What follows belongs to an exercise in optimizing a design on an open flow for small area; a production flow would make more cautious choices.
Only simulation tests tie the RTL to the original design; equivalence was not proved.
Power is estimated from default activity; no workload was simulated. The clock port is modelled as an ideal driver; clocking choices that lean on that would not hold on a real chip.

## build 45
==> flow/design.v <==
module tpu_io_ctrl #(
  parameter int WORD_SIZE = 256,
  parameter int ROWS      = 32,
  localparam int ADDR_W   = (ROWS > 1) ? $clog2(ROWS) : 1
) (
  input  logic                 clk,
  input  logic                 rst,
  input  logic                 in_valid,
  input  logic [WORD_SIZE-1:0] gbuff_a,
  input  logic [WORD_SIZE-1:0] gbuff_b,
  input  logic [4:0]           m,
  input  logic [4:0]           n,
  input  logic [4:0]           k,
  output logic                 wr_en,
  output logic [ADDR_W-1:0]    wr_addr,
  output logic [WORD_SIZE-1:0] wr_data_a,
  output logic [WORD_SIZE-1:0] wr_data_b,
  output logic                 start,
  output logic [4:0]           m_o,
  output logic [4:0]           n_o,
  output logic [4:0]           k_o,
  input  logic                 done,
  output logic                 rd_en,
  output logic [ADDR_W-1:0]    rd_addr,
  input  logic [WORD_SIZE-1:0] rd_data,
  output logic                 out_valid,
  output logic [WORD_SIZE-1:0] gbuff_out,
  output logic                 busy,
  output logic                 proto_err
);
  localparam logic [ADDR_W-1:0] LAST_ROW = ADDR_W'(ROWS - 1);
  logic                 load_q;       
  logic                 run_q;        
  logic                 rd_valid_q;   
  logic [ADDR_W-1:0]    cnt_q;        
  logic [WORD_SIZE-1:0] rdata_q;      
  logic read_ph;    
  logic accept;     
  logic last;       
  logic done_ok;    
  assign wr_addr = cnt_q;
  assign rd_addr = cnt_q;
  assign read_ph = rd_en | out_valid;
  assign busy    = load_q | run_q | read_ph;
  assign accept  = in_valid & ~run_q & ~read_ph;
  assign last    = accept & load_q & (cnt_q == ADDR_W'(ROWS - 2));
  assign start   = run_q & (cnt_q == LAST_ROW);
  assign done_ok = done & run_q & ~start;
  assign gbuff_out = rdata_q & {WORD_SIZE{out_valid}};
  logic              cnt_keep;
  logic [ADDR_W:0]   cnt_cy;
  logic [ADDR_W-1:0] cnt_nxt;
  assign cnt_keep  = load_q | rd_en;
  assign cnt_cy[0] = in_valid | rd_en;
  for (genvar i = 0; i < ADDR_W; i++) begin : g_cnt
    assign cnt_nxt[i]  = cnt_keep & (cnt_q[i] ^ cnt_cy[i]);
    assign cnt_cy[i+1] = cnt_cy[i] & cnt_q[i];
  end
  always_ff @(posedge clk or posedge rst) begin
    if (rst) begin
      load_q    <= 1'b0;
      run_q     <= 1'b0;
      wr_en     <= 1'b0;
      rd_en     <= 1'b0;
      out_valid <= 1'b0;
      proto_err <= 1'b0;
    end else begin
      load_q    <= (load_q | accept) & ~last;
      run_q     <= last | (run_q & ~done_ok);
      wr_en     <= accept;
      rd_en     <= done_ok | (rd_en & (cnt_q != LAST_ROW));
      out_valid <= rd_valid_q;
      if ((done & ~run_q) | (in_valid & (run_q | read_ph))) proto_err <= 1'b1;
    end
  end
  always_ff @(posedge clk) begin
    wr_data_a  <= gbuff_a;
    wr_data_b  <= gbuff_b;
    rdata_q    <= rd_data;
    rd_valid_q <= rd_en;
    cnt_q      <= cnt_nxt;
    if (!busy) begin
      m_o <= m;
      n_o <= n;
      k_o <= k;
    end
  end
endmodule
Settings: LEC_CHECK=0, CAP_MARGIN=20, CORE_AREA=10 10 450 450, DIE_AREA=0 0 460 460, SLEW_MARGIN=20; clock period 5.0 ns.
standard.sh (not shown) runs the stock make flow with config.mk's settings and CLKGATE_MAP_FILE= SYNTH_SCRIPT=/design/flow/synth_recipe.tcl, a recipe that flattens the netlist after the stock synthesis.
==> flow/flow/run.sh <==
#!/bin/bash
# Layout flow: the standard ORFS flow (the standard.sh) with
#  - port buffers of the smallest buffer cell,
#  - each data input pin placed next to the output pin it feeds (io.tcl),
#  - a clock tree of small buffers without dummy loads.
export IO_CONSTRAINTS="$PWD/flow/io.tcl"
export BUFFER_PORTS_ARGS="-buffer_cell sky130_fd_sc_hd__buf_1"
export CTS_ARGS="-sink_clustering_enable -repair_clock_nets -dont_use_dummy_load -buf_list {sky130_fd_sc_hd__clkbuf_8} -sink_clustering_size 22 -sink_clustering_max_diameter 55"
export RECOVER_POWER=100
bash standard.sh > standard.log 2>&1
==> flow/flow/io.tcl <==
# Keep each data input pin next to the output pin of the register it feeds,
# so every data bit's buffer-register-buffer chain stays at the die edge.
for {set i 0} {$i < 256} {incr i} {
  set_io_pin_constraint -group -order -pin_names [list "gbuff_a\[$i\]" "wr_data_a\[$i\]"]
  set_io_pin_constraint -group -order -pin_names [list "gbuff_b\[$i\]" "wr_data_b\[$i\]"]
  set_io_pin_constraint -group -order -pin_names [list "rd_data\[$i\]" "gbuff_out\[$i\]"]
}
Setup changes, build 45 to build 84
diff --git a/flow/flow/run.sh b/flow/flow/run.sh
--- a/flow/flow/run.sh
+++ b/flow/flow/run.sh
@@ -7,3 +7,3 @@
 export BUFFER_PORTS_ARGS="-buffer_cell sky130_fd_sc_hd__buf_1"
-export CTS_ARGS="-sink_clustering_enable -repair_clock_nets -dont_use_dummy_load -buf_list {sky130_fd_sc_hd__clkbuf_8} -sink_clustering_size 22 -sink_clustering_max_diameter 55"
+export CTS_ARGS="-sink_clustering_enable -repair_clock_nets -dont_use_dummy_load -buf_list {sky130_fd_sc_hd__clkbuf_16} -sink_clustering_size 36 -sink_clustering_max_diameter 100"
 export RECOVER_POWER=100
==> comparison <==
Build 84 completed; timing, DRC and antenna clean. Per the comparison of build 84 with build 45, clock buffer count shrank by about 50%, hold slack shrank by 110 ps. Build 45 -> build 84: multi-input combinational cell area increased slightly. In the tables for build 45 and build 84, first-pass GRT wire length reads higher with build 45. Summary: routed wire length, build 84 better than build 45. Compared with build 45, in build 84 sequential cell area in the final layout roughly the same, maximum frequency moved up, cts-stage hold buffer count lower, worst setup slack went up 35 ps. Build 84 vs build 45 — largest stage delay on the critical path dropped 190 ps. Non-clock buffer count essentially unchanged between build 84 and build 45.
> inputs changed (build 84 -> build 80)
diff --git a/flow/flow/run.sh b/flow/flow/run.sh
--- a/flow/flow/run.sh
+++ b/flow/flow/run.sh
@@ -7,3 +7,3 @@
 export BUFFER_PORTS_ARGS="-buffer_cell sky130_fd_sc_hd__buf_1"
-export CTS_ARGS="-sink_clustering_enable -repair_clock_nets -dont_use_dummy_load -buf_list {sky130_fd_sc_hd__clkbuf_16} -sink_clustering_size 36 -sink_clustering_max_diameter 100"
+export CTS_ARGS="-sink_clustering_enable -repair_clock_nets -dont_use_dummy_load -buf_list {sky130_fd_sc_hd__clkbuf_8} -sink_clustering_size 20 -sink_clustering_max_diameter 60"
 export RECOVER_POWER=100
## What came out
On register-to-register path setup slack, build 80 and build 84 are basically level.
Compared build 80 vs build 84, and via count is up in build 80.
Delta (build 80 minus build 84): final cell count without fillers increased by about 0.46% relative to the old numbers, sequential share of layout area comparable, total buffers and inverters traversed by the critical path ~0 delta.
First-pass GRT wire length on build 80 is behind build 84.
Changes observed in build 80 relative to build 84: minimum clock period picked up an extra 37 ps; maximum frequency has decreased.
What build 32 does differently from build 80 at the input level:
diff --git a/flow/flow/run.sh b/flow/flow/run.sh
--- a/flow/flow/run.sh
+++ b/flow/flow/run.sh
@@ -7,3 +7,3 @@
 export BUFFER_PORTS_ARGS="-buffer_cell sky130_fd_sc_hd__buf_1"
-export CTS_ARGS="-sink_clustering_enable -repair_clock_nets -dont_use_dummy_load -buf_list {sky130_fd_sc_hd__clkbuf_8} -sink_clustering_size 20 -sink_clustering_max_diameter 60"
+export CTS_ARGS="-sink_clustering_enable -repair_clock_nets -dont_use_dummy_load -buf_list {sky130_fd_sc_hd__clkbuf_16} -sink_clustering_size 32 -sink_clustering_max_diameter 50"
 export RECOVER_POWER=100
==> run notes <==
- Taking build 80 as the reference, in build 32 critical path data arrival time now sits lower; design internal power now sits higher; worst clock skew now sits lower; area share of buffers outside the clock network now sits lower.
- Build 32: full flow OK, the timing, design-rule and antenna checks passed
- Per the comparison of build 32 with build 80, total power per unit cell area went up, clock transition at the registers of the reported paths went down.
- Global-route track usage on met3 essentially unchanged between build 80 and build 32.
- Clock group share of total power, build 32 and build 80: lower on build 80
- Re area added between synthesis and finish: build 80 was lower than build 32.
- Via count was higher in the run labelled build 32.
Changes in build 96 relative to build 32:
diff --git a/flow/flow/run.sh b/flow/flow/run.sh
--- a/flow/flow/run.sh
+++ b/flow/flow/run.sh
@@ -7,3 +7,3 @@
 export BUFFER_PORTS_ARGS="-buffer_cell sky130_fd_sc_hd__buf_1"
-export CTS_ARGS="-sink_clustering_enable -repair_clock_nets -dont_use_dummy_load -buf_list {sky130_fd_sc_hd__clkbuf_16} -sink_clustering_size 32 -sink_clustering_max_diameter 50"
+export CTS_ARGS="-sink_clustering_enable -repair_clock_nets -dont_use_dummy_load -buf_list {sky130_fd_sc_hd__clkbuf_16} -sink_clustering_size 33 -sink_clustering_max_diameter 100"
 export RECOVER_POWER=100
## What came out
Diff build 32 -> build 96: largest net degree at the start of global routing flat; die area shows no meaningful change; fraction of area in registers increased by 1.4 points relative to the old numbers; clock net sink count has remained practically unchanged; final worst setup slack went down by 14 ps.
Relative to build 32, clock power has gone down in build 96.
Transition time at the pin with the least slew margin was higher in the run labelled build 32.
Build 96 -> build 32: buffers inserted during post-CTS setup optimization delta 0, exact match
[inputs] build 15 vs build 96
diff --git a/flow/flow/run.sh b/flow/flow/run.sh
--- a/flow/flow/run.sh
+++ b/flow/flow/run.sh
@@ -7,3 +7,3 @@
 export BUFFER_PORTS_ARGS="-buffer_cell sky130_fd_sc_hd__buf_1"
-export CTS_ARGS="-sink_clustering_enable -repair_clock_nets -dont_use_dummy_load -buf_list {sky130_fd_sc_hd__clkbuf_16} -sink_clustering_size 33 -sink_clustering_max_diameter 100"
+export CTS_ARGS="-sink_clustering_enable -repair_clock_nets -dont_use_dummy_load -buf_list {sky130_fd_sc_hd__clkbuf_16} -sink_clustering_buffer sky130_fd_sc_hd__clkbuf_8 -sink_clustering_size 20 -sink_clustering_max_diameter 100"
 export RECOVER_POWER=100
Results
- Total clock sinks: build 15 vs build 96 identical
- When build 15 is measured against build 96, its wire length of the first global-routing pass turns out about 1.1% higher.
- Status: ratio of final minimum period to clock period parity (build 96, build 15)
- In terms of share of the core filled with cells, build 96 and build 15 differ only marginally.
- The final area was comparable across build 15 and build 96.
- Comparing build 15 and build 96, the lower part of the power in the clock network is on build 15.
- Build 15: latest clock arrival within the worst-skew pair 20 ps below build 96
- Summary of build 15 over build 96: power dissipated in the clock network went down about 1%, post-route minimum period now smaller.

## port drivers added, routing unchanged
Ports are ideal in the flow. The routed layouts listed here were re-timed in OpenROAD. Step 1 (the two cells are an assumption about what drives the block):
set clk [get_ports {clk}]
set_driving_cell -lib_cell sky130_fd_sc_hd__clkbuf_16 $clk
set_driving_cell -lib_cell sky130_fd_sc_hd__buf_2 [delete_from_list [all_inputs] $clk]
Step 2 also shifts input and output timing later by t, the mid clock arrival at the registers, as if the neighbouring blocks saw the same clock. Slacks: ideal ports / drivers / drivers and shift; pairs: ideal ports / drivers.
run | t (ns) | slack for setup (ns) | worst setup path at the end
build 45 | 0.793 | 0.895 / 0.823 / 1.617 | register to output
build 84 | 0.712 | 0.930 / 0.856 / 1.568 | register to output
build 80 | 0.770 | 0.892 / 0.822 / 1.592 | register to output
build 32 | 0.705 | 0.990 / 0.917 / 1.622 | register to output
build 96 | 0.714 | 0.976 / 0.903 / 1.617 | register to output
build 15 | 0.683 | 0.980 / 0.905 / 1.588 | register to output
After both steps every run listed still meets setup and hold.
